This design comes from an exercise in tuning for small area on the open sky130 flow, not from production work. Only simulation tests tie the RTL to the original design; equivalence was not proved. The clock port is modelled as an ideal driver; clocking choices that lean on that would not hold on a real chip. Power and IR drop assume default switching activity.

==> job 1376: inputs <==
## load_current_regulator
module load_current_regulator
#(
  parameter int unsigned PWM_LIMIT = 4000
) (
  input  logic        clk_i,
  input  logic        rst_ni,
  input  logic        cfg_we_i,
  input  logic [2:0]  cfg_index_i,
  input  logic [13:0] cfg_data_i,
  input  logic        s_axis_tvalid_i,
  output logic        s_axis_tready_o,
  input  logic [39:0] s_axis_tdata_i,
  output logic        m_axis_tvalid_o,
  input  logic        m_axis_tready_i,
  output logic [47:0] m_axis_tdata_o
);
export LEC_CHECK = 0
export CAP_MARGIN = 20
export CORE_MARGIN = 2
export CORE_UTILIZATION = 40
export SLEW_MARGIN = 20
create_clock -name core_clock -period 15.0 [get_ports {clk_i}]
standard.sh (not shown) runs the stock make flow with config.mk's settings and CLKGATE_MAP_FILE= SYNTH_SCRIPT=/design/flow/synth_recipe.tcl, a recipe that flattens the netlist after the stock synthesis.
==> flow/flow/run.sh <==
#!/bin/bash
# Layout: the standard flow (standard.sh, standard synthesis unchanged) with
# three changes: the port buffers are sky130_fd_sc_hd__buf_1 instead of the
# default clkdlybuf4s50_1; the clock tree is built from clkbuf_8 (root
# clkbuf_16) as a plain H-tree without sink clustering or dummy balancing loads; after CTS the clock buffers with a
# large fanout are upsized (flow/post_cts.tcl). Each tool's full log stays under
# orfs/logs; make's output goes to flow_make.log in this folder.
set -euo pipefail
bash standard.sh \
  BUFFER_PORTS_ARGS="-buffer_cell sky130_fd_sc_hd__buf_1" \
  CTS_ARGS="-repair_clock_nets -dont_use_dummy_load -root_buf sky130_fd_sc_hd__clkbuf_16 -buf_list {sky130_fd_sc_hd__clkbuf_8}" \
  POST_CTS_TCL="$PWD/flow/post_cts.tcl" \
  finish > flow_make.log 2>&1
==> flow/flow/post_cts.tcl <==
# After clock tree synthesis: upsize the clock buffers that drive many sinks
# (sky130_fd_sc_hd__clkbuf_8 -> clkbuf_16) so that every flip-flop clock pin
# keeps a low slew, then legalize the placement again.
set block [ord::get_db_block]
set changed 0
foreach inst [$block getInsts] {
  if {[[$inst getMaster] getName] ne "sky130_fd_sc_hd__clkbuf_8"} { continue }
  set fo 0
  foreach it [$inst getITerms] {
    if {[$it isOutputSignal]} {
      set net [$it getNet]
      if {$net ne "NULL"} { set fo [expr {[llength [$net getITerms]] - 1}] }
    }
  }
  if {$fo > 14} {
    replace_cell [$inst getName] sky130_fd_sc_hd__clkbuf_16
    incr changed
  }
}
puts "post_cts: upsized $changed clock buffers"
if {$changed > 0} {
  detailed_placement
  check_placement -verbose
  estimate_parasitics -placement
}
==> job 3467 (differences from job 1376) <==
--- a/flow/design.v
+++ b/flow/design.v
@@ -54,11 +54,11 @@
   logic [11:0] setpoint_q, offset_q;
   logic [9:0]  gain_q, vcomp_q;
   logic [13:0] cutoff_q;
   logic [7:0]  trip_q, release_q;
   logic [1:0]  feat_q;
-  logic        sp_w_q, off_w_q, gain_w_q, vc_w_q, cut_w_q, trip_w_q, rel_w_q, feat_w_q;
+  logic        sp_w_q, off_w_q, vc_w_q, cut_w_q;
   logic [7:0]  cfl_q, vfl_q, accl_q;    
   logic [12:0] cfu_q;                   
   logic [14:0] vfu_q;                   
   logic [11:0] accu_q;                  
   logic [15:0] base_q;                  
@@ -83,44 +83,47 @@
   assign p23 = p2 | p3;
   assign s_axis_tready_o = p6;
   assign m_axis_tvalid_o = ovalid_q;
   logic [5:0] c;
   assign c = c_q;
-  always_ff @(posedge clk_i) begin
-    if (!busy_q) pass_q <= stop_q ? 3'd6 : 3'd0;
-    else if (c == 6'd63) pass_q <= pass_q + 3'd1;
-  end
   logic commit;
   assign commit = p5 & (c == 6'd63);
   always_ff @(posedge clk_i or negedge rst_ni) begin
     if (!rst_ni) begin
       busy_q   <= 1'b0;
       ovalid_q <= 1'b0;
+      pass_q   <= 3'd0;
       c_q      <= 6'd0;
     end else begin
       c_q <= c_q + 6'd1;
       if (!busy_q) begin
         if (s_axis_tvalid_i && !ovalid_q && (stop_q || c == 6'd63)) begin
           busy_q <= 1'b1;
+          pass_q <= stop_q ? 3'd6 : 3'd0;
         end
       end else begin
+        if (c == 6'd63) pass_q <= pass_q + 3'd1;
         if (p6 && s_axis_tvalid_i) begin
           busy_q   <= 1'b0;
           ovalid_q <= 1'b1;
         end
       end
       if (ovalid_q && m_axis_tready_i) ovalid_q <= 1'b0;
     end
   end
   always_ff @(posedge clk_i or negedge rst_ni) begin
     if (!rst_ni) begin
-      gain_q <= 10'd63;
-      feat_q <= 2'd0;
+      gain_q     <= 10'd63;
+      trip_q     <= 8'd16;
+      release_q  <= 8'd8;
+      feat_q     <= 2'd0;
     end else if (cfg_we_i) begin
       case (cfg_index_i)
-        3'd2: gain_q <= cfg_data_i[9:0];
-        3'd7: feat_q <= cfg_data_i[1:0];
+        3'd2: gain_q     <= cfg_data_i[9:0];
+        3'd5: trip_q     <= cfg_data_i[7:0];
+        3'd6: release_q  <= cfg_data_i[7:0];
+        3'd7: feat_q     <= cfg_data_i[1:0];
         default: ;
       endcase
     end
   end
   always_ff @(posedge clk_i) begin
@@ -128,35 +131,25 @@
       case (cfg_index_i)
         3'd0: setpoint_q <= cfg_data_i[11:0];
         3'd1: offset_q   <= cfg_data_i[11:0];
         3'd3: vcomp_q    <= cfg_data_i[9:0];
         3'd4: cutoff_q   <= cfg_data_i[13:0];
-        3'd5: trip_q     <= cfg_data_i[7:0];
-        3'd6: release_q  <= cfg_data_i[7:0];
         default: ;
       endcase
     end
   end
   always_ff @(posedge clk_i or negedge rst_ni) begin
     if (!rst_ni) begin
-      sp_w_q   <= 1'b0;
-      off_w_q  <= 1'b0;
-      gain_w_q <= 1'b0;
-      vc_w_q   <= 1'b0;
-      cut_w_q  <= 1'b0;
-      trip_w_q <= 1'b0;
-      rel_w_q  <= 1'b0;
-      feat_w_q <= 1'b0;
+      sp_w_q  <= 1'b0;
+      off_w_q <= 1'b0;
+      vc_w_q  <= 1'b0;
+      cut_w_q <= 1'b0;
     end else if (cfg_we_i) begin
-      if (cfg_index_i == 3'd0) sp_w_q   <= 1'b1;
-      if (cfg_index_i == 3'd1) off_w_q  <= 1'b1;
-      if (cfg_index_i == 3'd2) gain_w_q <= 1'b1;
-      if (cfg_index_i == 3'd3) vc_w_q   <= 1'b1;
-      if (cfg_index_i == 3'd4) cut_w_q  <= 1'b1;
-      if (cfg_index_i == 3'd5) trip_w_q <= 1'b1;
-      if (cfg_index_i == 3'd6) rel_w_q  <= 1'b1;
-      if (cfg_index_i == 3'd7) feat_w_q <= 1'b1;
+      if (cfg_index_i == 3'd0) sp_w_q  <= 1'b1;
+      if (cfg_index_i == 3'd1) off_w_q <= 1'b1;
+      if (cfg_index_i == 3'd3) vc_w_q  <= 1'b1;
+      if (cfg_index_i == 3'd4) cut_w_q <= 1'b1;
     end
   end
   logic t0, c0, c31, c39;
   assign c0  = (c == 6'd0);
   assign t0  = (c == 6'd8);
@@ -231,18 +224,15 @@
     cfl_q <= {((p1 & c_le(c, 6'd7)) ? scf_b : cfl_q[0]), cfl_q[7:1]};
     if ((p01 | p23 | p4) & ((c_ge(c, 6'd8) & cflo) | c39)) cfu_q <= {cf_in, cfu_q[12:1]};
   end
   logic [3:0] ic;
   logic       tb_b, bt_in, td_b, thb, b1_in, b2_in, u1_b, u2_b;
-  localparam logic [7:0] TRIP_RST = 8'd16;
-  localparam logic [7:0] REL_RST  = 8'd8;
-  logic       rel_b, trip_b;
+  logic [7:0] thr;
   assign ic    = c_le(c, 6'd11) ? c[3:0] : 4'd11;
   assign tb_b  = st[ic];
-  assign rel_b  = rel_w_q ? release_q[c[2:0]] : REL_RST[c[2:0]];
-  assign trip_b = trip_w_q ? trip_q[c[2:0]] : TRIP_RST[c[2:0]];
-  assign thb    = (c[5:3] == 3'd0) & (fan_q ? rel_b : trip_b);
+  assign thr   = fan_q ? release_q : trip_q;
+  assign thb   = (c[5:3] == 3'd0) & thr[c[2:0]];
   assign bt_in = c0 ? 1'b0 : f3_q;
   assign td_b  = base_q[0] ^ tb_b ^ bt_in;
   assign b1_in = c0 ? 1'b1 : f4_q;
   assign b2_in = c0 ? 1'b0 : f5_q;
   assign u1_b  = td_b ^ thb ^ b1_in;
@@ -258,16 +248,12 @@
   assign bsp_in = c0 ? 1'b0 : f1_q;
   assign spb    = w8 & sp_w_q & setpoint_q[i8];
   assign eacc_b = spb ^ cf0 ^ bsp_in;
   logic [11:0] mcy;
   logic [10:0] pp;
-  logic [9:0] gain;
-  assign gain = gain_q;
-  assign ma  = p4 ? {1'b0, gain} : {vcomp_q[9], vcomp_q};
-  logic mclr;
-  assign mclr = c[5] & (c[4] | c[3]);
-  assign mb  = ~mclr & (p4 ? eacc_b : (cf0 & vc_w_q));
+  assign ma  = p4 ? {1'b0, gain_q} : {vcomp_q[9], vcomp_q};
+  assign mb  = p4 ? eacc_b : (cf0 & vc_w_q);
   assign pp  = mb ? ma : 11'd0;
   always_comb begin
     mcy[0] = 1'b0;
     for (int i = 0; i < 11; i++) begin
       mt[i]    = s_q[i] ^ pp[i] ^ mcy[i];
@@ -275,11 +261,11 @@
     end
     mt[11] = s_q[10] ^ pp[10] ^ mcy[11];
   end
   assign p_b = mt[0];
   always_ff @(posedge clk_i) begin
-    s_q <= {mt[11] & ~mclr, mt[10:1]};
+    s_q <= c[5] & (c[4] | c[3]) ? 11'd0 : mt[11:1];
   end
   logic vfv;
   assign vfv = (c_le(c, 6'd15) ? vfl_q[0] : vfu_q[0]) & v;
   logic svb, cg_in, tg_b, bdv_in, dv_b, x_b;
   assign svb    = w17 & sv[i17];
==> flow/flow/run.sh (replaced) <==
#!/bin/bash
# Layout: the standard flow (standard.sh, standard synthesis unchanged) with
# three changes: the port buffers are sky130_fd_sc_hd__buf_1 instead of the
# default clkdlybuf4s50_1; the clock tree is built from clkbuf_8 (root
# clkbuf_16) without dummy balancing loads; after CTS the clock buffers with a
# large fanout are upsized (flow/post_cts.tcl). Each tool's full log stays under
# orfs/logs; make's output goes to flow_make.log in this folder.
set -euo pipefail
bash standard.sh \
  BUFFER_PORTS_ARGS="-buffer_cell sky130_fd_sc_hd__buf_1" \
  CTS_ARGS="-sink_clustering_enable -repair_clock_nets -dont_use_dummy_load -root_buf sky130_fd_sc_hd__clkbuf_16 -buf_list {sky130_fd_sc_hd__clkbuf_8}" \
  POST_CTS_TCL="$PWD/flow/post_cts.tcl" \
  finish > flow_make.log 2>&1
==> summary.txt <==
|  | job 1376 | job 3467 |
|---|---|---|
| Invs w/o clock | 31 | 32 |
| Combined area of all synthesized cells | 9169 um^2 | 9258 um^2 |
| Met1 GRT Util | 23.79% | 23.44% |
| Number of sinks driven by the clock tree | 202 | 200 |
| Highest net fanout along the worst path | 18 | 19 |
| Area taken by flip-flops and latches | 5339 um^2 | 5195 um^2 |
| Die width | 155.4 um | 156.1 um |
| Clock-cell share | 2.991% | 2.855% |
| Core Area | 22,570 um^2 | 22,710 um^2 |
| Largest vdd supply drop | 0.06102 mV | 0.07530 mV |
| Result of the run | timing/DRC/antenna clean | timing/DRC/antenna clean |
| Worst slack at placement | 7.430 ns | 6.987 ns |
| Headroom to the max-slew limit | 33.98% | 36.13% |
| Register share of the cell area | 52.96% | 51.09% |
| Number of sequential storage elements | 202 | 200 |
| Global-route wire length before repair | 31,680 um | 32,600 um |
| Final wirelength | 19,940 um | 20,380 um |
| Setup crit start | c_q[3] | c_q[1] |
| Number of cells produced by synthesis | 694 | 731 |
| Total design power | 1.282 mW | 0.9487 mW |

==> static timing again, ports no longer ideal <==
The flow's constraints put no driver on any port. The routed layouts listed below were extracted and timed again, unchanged, in two steps.
Step 1 (the two cells are an assumption about what drives the block):
set clk [get_ports {clk_i}]
set_driving_cell -lib_cell sky130_fd_sc_hd__clkbuf_16 $clk
set_driving_cell -lib_cell sky130_fd_sc_hd__buf_2 [delete_from_list [all_inputs] $clk]
Step 2 also shifts input and output timing later by t, the mid clock arrival at the registers, as if the neighbouring blocks saw the same clock.
Three values: no drivers, after step 1, after step 2; two values: the first two.
| run | t, ns | slack for setup (ns) | latest minus earliest clock arrival (ns) | worst data-port slew with drivers (ns) |
|---|---|---|---|---|
| job 1376 | 0.433 | 7.411 / 7.411 / 7.375 | 0.030 / 0.030 | 0.05 |
| job 3467 | 0.424 | 7.013 / 7.013 / 7.013 | 0.033 / 0.033 | 0.04 |
After both steps every run listed still meets setup and hold. For job 1376, which loses most, drivers alone change the setup slack by 0.000 ns; drivers and shift together by -0.036 ns.
